What follows belongs to an exercise in optimizing a design on an open flow for a short achievable clock period and few clock cycles; a production flow would make more cautious choices.
Only simulation tests tie the RTL to the original design; equivalence was not proved.
Power figures rest on the tool's default switching activity, not on a simulated workload.

==> inputs of job 4608 <==
==> flow/design.v <==
package cpuPkg;
	typedef logic [31:0] word_t;
	typedef logic [4:0] regAddr_t;
	typedef logic [31:0] count_t;
	typedef logic [6:0] opcode_t;
	typedef logic [11:0] apbAddr_t;
	localparam opcode_t OPC_ALU_REG = 7'b0110011;
	localparam opcode_t OPC_ALU_IMM = 7'b0010011;
	localparam opcode_t OPC_LOAD = 7'b0000011;
	localparam opcode_t OPC_STORE = 7'b0100011;
	localparam opcode_t OPC_SYSTEM = 7'b1110011;
	localparam logic [2:0] F3_ADD_SUB = 3'b000;
	localparam logic [2:0] F3_SLT = 3'b010;
	localparam logic [2:0] F3_XOR = 3'b100;
	localparam logic [2:0] F3_OR = 3'b110;
	localparam logic [2:0] F3_AND = 3'b111;
	typedef enum logic [2:0] {ALU_ADD, ALU_SUB, ALU_AND, ALU_OR, ALU_XOR, ALU_SLT} aluOp_t;
	typedef enum logic {SRC_A_PC, SRC_A_REG} srcA_t;
	typedef enum logic [1:0] {SRC_B_REG, SRC_B_IMM, SRC_B_FOUR} srcB_t;
	typedef enum logic {WB_EX, WB_MEM} wbSrc_t;
	typedef enum logic [3:0] {
		IDLE,
		FETCH,
		DECODE,
		EXEC_R,
		EXEC_I,
		MEMORY,
		WRITEBACK,
		WRITEBACK_MEM,
		HALT
	} ctrlState_t;
	localparam apbAddr_t IMEM_BASE = 12'h000;
	localparam apbAddr_t DMEM_BASE = 12'h100;
	localparam apbAddr_t CTRL_ADDR = 12'h200;
	localparam apbAddr_t COUNT_ADDR = 12'h204;
endpackage
module memBank #(
	parameter int N = 64,
	parameter int W = 32,
	parameter int A = 6
) (
	input logic [N*W-1:0] d,
	input logic [A-1:0] a,
	output logic [W-1:0] q
);
	logic [W-1:0] lv [A+1][N];
	always_comb begin
		for (int l = 0; l <= A; l++)
			for (int i = 0; i < N; i++)
				lv[l][i] = '0;
		for (int i = 0; i < N; i++)
			lv[0][i] = d[i*W +: W];
		for (int l = 0; l < A; l++)
			for (int i = 0; i < (N >> (l + 1)); i++)
				lv[l+1][i] = a[l] ? lv[l][2*i+1] : lv[l][2*i];
		q = lv[A][0];
	end
endmodule
module multiCycleCpu #(
	parameter int MEM_WORDS = 64
) (
	input logic clk,
	input logic rstN,
	input cpuPkg::apbAddr_t paddr,
	input logic psel,
	input logic penable,
	input logic pwrite,
	input cpuPkg::word_t pwdata,
	output cpuPkg::word_t prdata,
	output logic pready,
	output logic pslverr
);
	localparam int NW = 64;
	logic running;       
	logic halted;        
	logic fin;           
	logic [31:0] countReg;
	logic [31:0] imem [NW];
	logic [31:0] dmem [NW];    
	logic [31:0] sdmem [NW];   
	logic [31:0] arf [32];     
	logic [31:0] srf [32];     
	logic [NW-1:0] written;    
	logic [NW-1:0] fetched;    
	logic [NW-1:0] readBit;    
	logic [NW-1:0] storedBit;  
	logic restartReq;
	logic setup;
	logic aligned;
	logic imemHit;
	logic dmemHit;
	logic ctrlHit;
	logic countHit;
	logic runNext;
	logic haltNext;
	logic [NW-1:0] hostSel;
	logic [31:0] hostRdI;
	logic [31:0] hostRdD;
	logic [31:0] rdSel;
	logic [31:0] prdataQ;
	logic pslverrQ;
	logic imemWrQ;
	logic dmemWrQ;
	logic startQ;
	logic [5:0] idxQ;
	logic [NW-1:0] idxOhQ;
	logic [31:0] wdataQ;
	assign setup = psel && !penable;
	assign aligned = (paddr[1:0] == 2'b00);
	assign imemHit = aligned && (paddr[11:8] == 4'h0);
	assign dmemHit = aligned && (paddr[11:8] == 4'h1);
	assign ctrlHit = (paddr == cpuPkg::CTRL_ADDR);
	assign countHit = (paddr == cpuPkg::COUNT_ADDR) && !pwrite;
	assign runNext = running && !fin;
	assign haltNext = halted || fin;
	always_comb begin
		for (int i = 0; i < NW; i++)
			hostSel[i] = (paddr[7:2] == 6'(i));
	end
	logic [NW*32-1:0] imemFlat, dmemFlat, sdmemFlat;
	logic [32*32-1:0] srfFlat;
	for (genvar i = 0; i < NW; i++) begin : g_flat
		assign imemFlat[i*32 +: 32] = imem[i];
		assign dmemFlat[i*32 +: 32] = dmem[i];
		assign sdmemFlat[i*32 +: 32] = sdmem[i];
	end
	for (genvar r = 0; r < 32; r++) begin : g_flatRf
		assign srfFlat[r*32 +: 32] = srf[r];
	end
	memBank #(.N(NW), .W(32), .A(6)) u_hostRdI (.d(imemFlat), .a(paddr[7:2]), .q(hostRdI));
	memBank #(.N(NW), .W(32), .A(6)) u_hostRdD (.d(dmemFlat), .a(paddr[7:2]), .q(hostRdD));
	always_comb begin
		if (paddr[9])
			rdSel = paddr[2] ? countReg : {30'b0, runNext, haltNext};
		else
			rdSel = paddr[8] ? hostRdD : hostRdI;
	end
	always_ff @(posedge clk) begin
		prdataQ <= rdSel;
		pslverrQ <= !(imemHit || dmemHit || ctrlHit || countHit) ||
			((imemHit || dmemHit) && runNext);
		imemWrQ <= rstN && setup && pwrite && imemHit && !runNext;
		dmemWrQ <= rstN && setup && pwrite && dmemHit && !runNext;
		startQ <= rstN && setup && pwrite && ctrlHit && pwdata[0] && !runNext;
		idxQ <= paddr[7:2];
		idxOhQ <= hostSel;
		wdataQ <= pwdata;
	end
	assign prdata = prdataQ;
	assign pslverr = pslverrQ;
	assign pready = 1'b1;
	logic [5:0] fptr;
	logic haltSeen;
	logic [31:0] specCount;
	logic vD;
	logic [31:0] irD;
	logic vX, wrX, ldX, stX, immSelX, subX;
	logic selSltX, selXorX, selOrX, selAndX;
	logic fAMX, fAWX, fBMX, fBWX;
	logic [4:0] rdX;
	logic [31:0] aX, bX, immX;
	logic vM, wrM, ldM, stM;
	logic [4:0] rdM;
	logic [31:0] resM, sdM;
	logic vW, wrW;
	logic [4:0] rdW;
	logic [31:0] wdW;
	logic specDone;
	logic commit;
	logic flush;
	assign specDone = haltSeen && !vX && !vM && !vW;
	assign commit = specDone && !fin && !restartReq && (running || startQ);
	assign flush = !rstN || restartReq || commit;
	logic [NW-1:0] fOh;
	logic [31:0] imemF;
	logic writtenF;
	logic fetchAllowed;
	logic fetchEn;
	logic stallD;
	logic haltD;
	always_comb begin
		for (int i = 0; i < NW; i++)
			fOh[i] = (fptr == 6'(i));
	end
	memBank #(.N(NW), .W(32), .A(6)) u_fetch (.d(imemFlat), .a(fptr), .q(imemF));
	assign writtenF = written[fptr];
	assign fetchAllowed = !restartReq && !fin && !haltSeen && !haltD && (running || writtenF);
	assign fetchEn = fetchAllowed && !stallD;
	logic [6:0] opD;
	logic isRD, isID, isLD, isSD;
	logic [4:0] rs1D, rs2D, rdD;
	logic [2:0] f3D;
	logic wrD, useRs2D;
	logic [31:0] immD;
	logic [31:0] rv1, rv2;
	logic loadUse;
	assign opD = irD[6:0];
	assign isRD = (opD == cpuPkg::OPC_ALU_REG);
	assign isID = (opD == cpuPkg::OPC_ALU_IMM);
	assign isLD = (opD == cpuPkg::OPC_LOAD);
	assign isSD = (opD == cpuPkg::OPC_STORE);
	assign haltD = vD && !(isRD || isID || isLD || isSD);
	assign rs1D = irD[19:15];
	assign rs2D = irD[24:20];
	assign rdD = irD[11:7];
	assign f3D = irD[14:12];
	assign wrD = (isRD || isID || isLD) && (rdD != 5'd0);
	assign useRs2D = isRD || isSD;
	assign immD = isSD ? {{20{irD[31]}}, irD[31:25], irD[11:7]} : {{20{irD[31]}}, irD[31:20]};
	logic [31:0] rf1, rf2;
	memBank #(.N(32), .W(32), .A(5)) u_rf1 (.d(srfFlat), .a(rs1D), .q(rf1));
	memBank #(.N(32), .W(32), .A(5)) u_rf2 (.d(srfFlat), .a(rs2D), .q(rf2));
	always_comb begin
		rv1 = rf1;
		rv2 = rf2;
		if (vW && wrW && (rdW == rs1D))
			rv1 = wdW;
		if (vW && wrW && (rdW == rs2D))
			rv2 = wdW;
	end
	assign loadUse = vD && vX && ldX && wrX &&
		((rs1D == rdX) || (useRs2D && (rs2D == rdX)));
	assign stallD = loadUse;
	always_ff @(posedge clk) begin
		if (flush) begin
			fptr <= '0;
			vD <= 1'b0;
			vX <= 1'b0;
			haltSeen <= 1'b0;
			specCount <= '0;
		end else begin
			if (fetchEn)
				fptr <= fptr + 6'd1;
			if (!stallD)
				vD <= fetchEn;
			vX <= vD && !haltD && !stallD;
			if (haltD && !stallD)
				haltSeen <= 1'b1;
			if (vD && !haltD && !stallD)
				specCount <= specCount + 32'd1;
		end
	end
	always_ff @(posedge clk) begin
		if (fetchEn && !stallD)
			irD <= imemF;
	end
	always_ff @(posedge clk) begin
		if (!stallD) begin
			wrX <= wrD;
			ldX <= isLD;
			stX <= isSD;
			rdX <= rdD;
			aX <= rv1;
			bX <= rv2;
			immX <= immD;
			immSelX <= !isRD;
			subX <= (isRD && f3D == 3'b000 && irD[30]) || (!(isLD || isSD) && f3D == 3'b010);
			selSltX <= !(isLD || isSD) && f3D == 3'b010;
			selXorX <= !(isLD || isSD) && f3D == 3'b100;
			selOrX <= !(isLD || isSD) && f3D == 3'b110;
			selAndX <= !(isLD || isSD) && f3D == 3'b111;
			fAMX <= vX && wrX && (rdX == rs1D);
			fAWX <= vM && wrM && (rdM == rs1D);
			fBMX <= vX && wrX && (rdX == rs2D);
			fBWX <= vM && wrM && (rdM == rs2D);
		end
	end
	logic [31:0] opA, rb, opB, opBx, sum, resX;
	logic slt;
	always_comb begin
		if (fAMX) opA = resM;
		else if (fAWX) opA = wdW;
		else opA = aX;
		if (fBMX) rb = resM;
		else if (fBWX) rb = wdW;
		else rb = bX;
	end
	assign opB = immSelX ? immX : rb;
	assign opBx = opB ^ {32{subX}};
	assign sum = opA + opBx + {31'b0, subX};
	assign slt = (opA[31] ^ opB[31]) ? opA[31] : sum[31];
	always_comb begin
		if (selSltX) resX = {31'b0, slt};
		else if (selXorX) resX = opA ^ opB;
		else if (selOrX) resX = opA | opB;
		else if (selAndX) resX = opA & opB;
		else resX = sum;
	end
	always_ff @(posedge clk) begin
		if (flush) begin
			vM <= 1'b0;
			vW <= 1'b0;
		end else begin
			vM <= vX;
			vW <= vM;
		end
	end
	always_ff @(posedge clk) begin
		resM <= resX;
		sdM <= rb;
		rdM <= rdX;
		wrM <= wrX;
		ldM <= ldX;
		stM <= stX;
	end
	logic [NW-1:0] mOh;
	logic [31:0] ldData;
	always_comb begin
		for (int i = 0; i < NW; i++)
			mOh[i] = (resM[7:2] == 6'(i));
	end
	logic [31:0] ldShadow, ldArch;
	memBank #(.N(NW), .W(32), .A(6)) u_loadS (.d(sdmemFlat), .a(resM[7:2]), .q(ldShadow));
	memBank #(.N(NW), .W(32), .A(6)) u_loadA (.d(dmemFlat), .a(resM[7:2]), .q(ldArch));
	assign ldData = storedBit[resM[7:2]] ? ldShadow : ldArch;
	always_ff @(posedge clk) begin
		wdW <= ldM ? ldData : resM;
		rdW <= rdM;
		wrW <= wrM;
	end
	logic imemConflict;
	logic dmemConflict;
	assign imemConflict = fetched[idxQ] || (fetchEn && (fptr == idxQ));
	assign dmemConflict = readBit[idxQ] || (vM && ldM && (resM[7:2] == idxQ));
	always_ff @(posedge clk) begin
		restartReq <= !rstN || (imemWrQ && imemConflict) || (dmemWrQ && dmemConflict);
	end
	always_ff @(posedge clk) begin
		if (!rstN) begin
			running <= 1'b0;
			halted <= 1'b0;
			fin <= 1'b0;
			countReg <= '0;
		end else begin
			fin <= commit;
			if (commit)
				countReg <= specCount;
			if (fin) begin
				running <= 1'b0;
				halted <= 1'b1;
			end else if (startQ) begin
				running <= 1'b1;
				halted <= 1'b0;
			end
		end
	end
	always_ff @(posedge clk) begin
		if (!rstN || commit) begin
			written <= '0;
		end else if (imemWrQ) begin
			written <= written | idxOhQ;
		end
	end
	always_ff @(posedge clk) begin
		if (flush) begin
			fetched <= '0;
			readBit <= '0;
			storedBit <= '0;
		end else begin
			if (fetchEn)
				fetched <= fetched | fOh;
			if (vM && ldM)
				readBit <= readBit | (mOh & ~storedBit);
			if (vM && stM)
				storedBit <= storedBit | mOh;
		end
	end
	for (genvar i = 0; i < NW; i++) begin : g_mem
		always_ff @(posedge clk) begin
			if (imemWrQ && idxOhQ[i])
				imem[i] <= wdataQ;
		end
		always_ff @(posedge clk) begin
			if (commit && storedBit[i])
				dmem[i] <= sdmem[i];
			else if (dmemWrQ && idxOhQ[i])
				dmem[i] <= wdataQ;
		end
		always_ff @(posedge clk) begin
			if (vM && stM && mOh[i])
				sdmem[i] <= sdM;
		end
	end
	assign arf[0] = '0;
	assign srf[0] = '0;
	for (genvar r = 1; r < 32; r++) begin : g_rf
		always_ff @(posedge clk) begin
			if (!rstN)
				arf[r] <= '0;
			else if (commit)
				arf[r] <= srf[r];
		end
		always_ff @(posedge clk) begin
			if (restartReq)
				srf[r] <= arf[r];
			else if (vW && wrW && (rdW == 5'(r)))
				srf[r] <= wdW;
		end
	end
endmodule
==> flow/flow/run.sh <==
#!/bin/bash
# Standard synthesis and layout; timing repair aims below the clock period
# (larger setup margin) so that the layout achieves a shorter period.
set -euo pipefail
bash standard.sh synth > synth.log 2>&1
bash standard.sh SETUP_SLACK_MARGIN=8.5 finish > layout.log 2>&1
==> flow/standard.sh <==
#!/bin/bash
# synth_recipe.tcl (not shown) runs the flow's synth.tcl, then flattens the netlist and writes it again
# the make line also repeats each setting of config.mk as NAME=value (left out here)
make -C /OpenROAD-flow-scripts/flow DESIGN_CONFIG=/design/flow/config.mk WORK_HOME=/design/flow/orfs CLKGATE_MAP_FILE= SYNTH_SCRIPT=/design/flow/synth_recipe.tcl "${@:-finish}"
==> flow/config.mk <==
export PLATFORM = sky130hd
export DESIGN_NAME = multiCycleCpu
export DESIGN_NICKNAME = multiCycleCpu
export VERILOG_FILES = /design/flow/design.v
export SDC_FILE = /design/flow/constraint.sdc
export NUM_CORES = 4
export LEC_CHECK = 0
export CAP_MARGIN = 20
export CELL_PAD_IN_SITES_DETAIL_PLACEMENT = 1
export CORE_MARGIN = 2
export CORE_UTILIZATION = 35
export PLACE_DENSITY = 0.55
export SLEW_MARGIN = 20
==> flow/constraint.sdc <==
create_clock -name core_clock -period 12.0 [get_ports {clk}]
set_input_delay 2.4000 -clock core_clock [delete_from_list [all_inputs] [get_ports {clk}]]
set_output_delay 2.4000 -clock core_clock [all_outputs]
set_load 0.01 [all_outputs]
==> job 7084 (differences from job 4608) <==
--- a/flow/design.v
+++ b/flow/design.v
@@ -34,28 +34,6 @@
 	localparam apbAddr_t CTRL_ADDR = 12'h200;
 	localparam apbAddr_t COUNT_ADDR = 12'h204;
 endpackage
-module memBank #(
-	parameter int N = 64,
-	parameter int W = 32,
-	parameter int A = 6
-) (
-	input logic [N*W-1:0] d,
-	input logic [A-1:0] a,
-	output logic [W-1:0] q
-);
-	logic [W-1:0] lv [A+1][N];
-	always_comb begin
-		for (int l = 0; l <= A; l++)
-			for (int i = 0; i < N; i++)
-				lv[l][i] = '0;
-		for (int i = 0; i < N; i++)
-			lv[0][i] = d[i*W +: W];
-		for (int l = 0; l < A; l++)
-			for (int i = 0; i < (N >> (l + 1)); i++)
-				lv[l+1][i] = a[l] ? lv[l][2*i+1] : lv[l][2*i];
-		q = lv[A][0];
-	end
-endmodule
 module multiCycleCpu #(
 	parameter int MEM_WORDS = 64
 ) (
@@ -117,18 +95,14 @@
 		for (int i = 0; i < NW; i++)
 			hostSel[i] = (paddr[7:2] == 6'(i));
 	end
-	logic [NW*32-1:0] imemFlat, dmemFlat, sdmemFlat;
-	logic [32*32-1:0] srfFlat;
-	for (genvar i = 0; i < NW; i++) begin : g_flat
-		assign imemFlat[i*32 +: 32] = imem[i];
-		assign dmemFlat[i*32 +: 32] = dmem[i];
-		assign sdmemFlat[i*32 +: 32] = sdmem[i];
-	end
-	for (genvar r = 0; r < 32; r++) begin : g_flatRf
-		assign srfFlat[r*32 +: 32] = srf[r];
+	always_comb begin
+		hostRdI = '0;
+		hostRdD = '0;
+		for (int i = 0; i < NW; i++) begin
+			hostRdI = hostRdI | (imem[i] & {32{hostSel[i]}});
+			hostRdD = hostRdD | (dmem[i] & {32{hostSel[i]}});
+		end
 	end
-	memBank #(.N(NW), .W(32), .A(6)) u_hostRdI (.d(imemFlat), .a(paddr[7:2]), .q(hostRdI));
-	memBank #(.N(NW), .W(32), .A(6)) u_hostRdD (.d(dmemFlat), .a(paddr[7:2]), .q(hostRdD));
 	always_comb begin
 		if (paddr[9])
 			rdSel = paddr[2] ? countReg : {30'b0, runNext, haltNext};
@@ -182,8 +156,12 @@
 		for (int i = 0; i < NW; i++)
 			fOh[i] = (fptr == 6'(i));
 	end
-	memBank #(.N(NW), .W(32), .A(6)) u_fetch (.d(imemFlat), .a(fptr), .q(imemF));
-	assign writtenF = written[fptr];
+	always_comb begin
+		imemF = '0;
+		for (int i = 0; i < NW; i++)
+			imemF = imemF | (imem[i] & {32{fOh[i]}});
+	end
+	assign writtenF = |(written & fOh);
 	assign fetchAllowed = !restartReq && !fin && !haltSeen && !haltD && (running || writtenF);
 	assign fetchEn = fetchAllowed && !stallD;
 	logic [6:0] opD;
@@ -207,12 +185,9 @@
 	assign wrD = (isRD || isID || isLD) && (rdD != 5'd0);
 	assign useRs2D = isRD || isSD;
 	assign immD = isSD ? {{20{irD[31]}}, irD[31:25], irD[11:7]} : {{20{irD[31]}}, irD[31:20]};
-	logic [31:0] rf1, rf2;
-	memBank #(.N(32), .W(32), .A(5)) u_rf1 (.d(srfFlat), .a(rs1D), .q(rf1));
-	memBank #(.N(32), .W(32), .A(5)) u_rf2 (.d(srfFlat), .a(rs2D), .q(rf2));
 	always_comb begin
-		rv1 = rf1;
-		rv2 = rf2;
+		rv1 = srf[rs1D];
+		rv2 = srf[rs2D];
 		if (vW && wrW && (rdW == rs1D))
 			rv1 = wdW;
 		if (vW && wrW && (rdW == rs2D))
@@ -309,10 +284,11 @@
 		for (int i = 0; i < NW; i++)
 			mOh[i] = (resM[7:2] == 6'(i));
 	end
-	logic [31:0] ldShadow, ldArch;
-	memBank #(.N(NW), .W(32), .A(6)) u_loadS (.d(sdmemFlat), .a(resM[7:2]), .q(ldShadow));
-	memBank #(.N(NW), .W(32), .A(6)) u_loadA (.d(dmemFlat), .a(resM[7:2]), .q(ldArch));
-	assign ldData = storedBit[resM[7:2]] ? ldShadow : ldArch;
+	always_comb begin
+		ldData = '0;
+		for (int i = 0; i < NW; i++)
+			ldData = ldData | (sdmem[i] & {32{mOh[i]}});
+	end
 	always_ff @(posedge clk) begin
 		wdW <= ldM ? ldData : resM;
 		rdW <= rdM;
@@ -320,8 +296,8 @@
 	end
 	logic imemConflict;
 	logic dmemConflict;
-	assign imemConflict = fetched[idxQ] || (fetchEn && (fptr == idxQ));
-	assign dmemConflict = readBit[idxQ] || (vM && ldM && (resM[7:2] == idxQ));
+	assign imemConflict = |(idxOhQ & fetched) || (fetchEn && (fptr == idxQ));
+	assign dmemConflict = |(idxOhQ & readBit) || (vM && ldM && (resM[7:2] == idxQ));
 	always_ff @(posedge clk) begin
 		restartReq <= !rstN || (imemWrQ && imemConflict) || (dmemWrQ && dmemConflict);
 	end
@@ -371,14 +347,18 @@
 				imem[i] <= wdataQ;
 		end
 		always_ff @(posedge clk) begin
-			if (commit && storedBit[i])
+			if (commit)
 				dmem[i] <= sdmem[i];
 			else if (dmemWrQ && idxOhQ[i])
 				dmem[i] <= wdataQ;
 		end
 		always_ff @(posedge clk) begin
-			if (vM && stM && mOh[i])
+			if (restartReq)
+				sdmem[i] <= dmem[i];
+			else if (vM && stM && mOh[i])
 				sdmem[i] <= sdM;
+			else if (dmemWrQ && idxOhQ[i] && !storedBit[i])
+				sdmem[i] <= wdataQ;
 		end
 	end
 	assign arf[0] = '0;
CELL_PAD_IN_SITES_DETAIL_PLACEMENT = unset   (was 1)
CORE_UTILIZATION = 55   (was 35)
PLACE_DENSITY = 0.68   (was 0.55)
==> metrics.md <==
| Metric | Value |
|---|---|
| Status | `finished clean` |
| Top Registers | `dmem: 2048 flops, imem: 2048 flops, sdmem: 2048 flops` |
| Metal2 WL | `759900 um` |
| Clk pwr | `29200 uW` |
| Pint | `a little over 50000 uW` |
| Multi-input combinational area share | `0.3165` |
| Filler Cell Count | `110000` |
| Crit Path Category | `in -> reg` |
| Worst ir drop on vdd | `0.0001473 V` |
| RD Place Congestion | `between 0.9 and 1` |
| Clock Path Buffers | `5` |
That was job 4608.
==> metrics.md <==
| Metric | Value |
|---|---|
| Hold_buf cts | `0` |
| H-tree depth | `6` |
| Synthesis-stage register bit count | `8837` |
| Warnings, synthesis | `6` |
| Register area share after synthesis | `0.6275` |
| M2 GR Usage | `0.8637` |
| Largest family of logic cells by synthesized area | `compound AO/OA/AOI/OAI gates` |
| Stop stage | `5_1_grt` |
| Clock Path Buffers | `4` |
| RD Place Congestion | `1.103` |
| Area contributors post-synth | `edfxtp_1, dfxtp_1, a22o_1, mux2i_1, nand2_1` |
| Busiest metal layer after global routing | `met2` |
| Cts bufs inserted | `902` |
| Error msg | `[ERROR GRT-0232] Routing congestion too high. Check the congestion heatmap in the GUI.` |
| Status | `aborted with a tool error` |
That was job 7084.
Testbench counts of job 4608, summed over its fixed seeds: cycles 19,590.
Testbench counts of job 7084, summed over its fixed seeds: cycles 19,590.

-- port drivers added, routing unchanged --
No port has a modelled driver above. Below, the same layout with a new extraction and two added sets of constraints. Step 1, drivers: a clkbuf_16 drives clk and a buf_2 each remaining input, both assumed. Step 2 adds t to the input delays and takes it off the output delays; t is the mean of the earliest and latest rising clock arrival at the registers after step 1. Input paths then give back, and output paths get back, about the clock's delay inside the block. Slacks: ideal / step 1 / step 2; pairs: ideal / step 1.
run: job 4608
t (ns): 1.406
slack for setup (ns): 7.316 / 6.956 / 5.550
worst setup path at the end: input to register
cell pins on the clock port's net: 1
After both steps job 4608 still meets setup and hold. For job 4608, drivers alone change the setup slack by -0.360 ns; drivers and shift together by -1.766 ns.
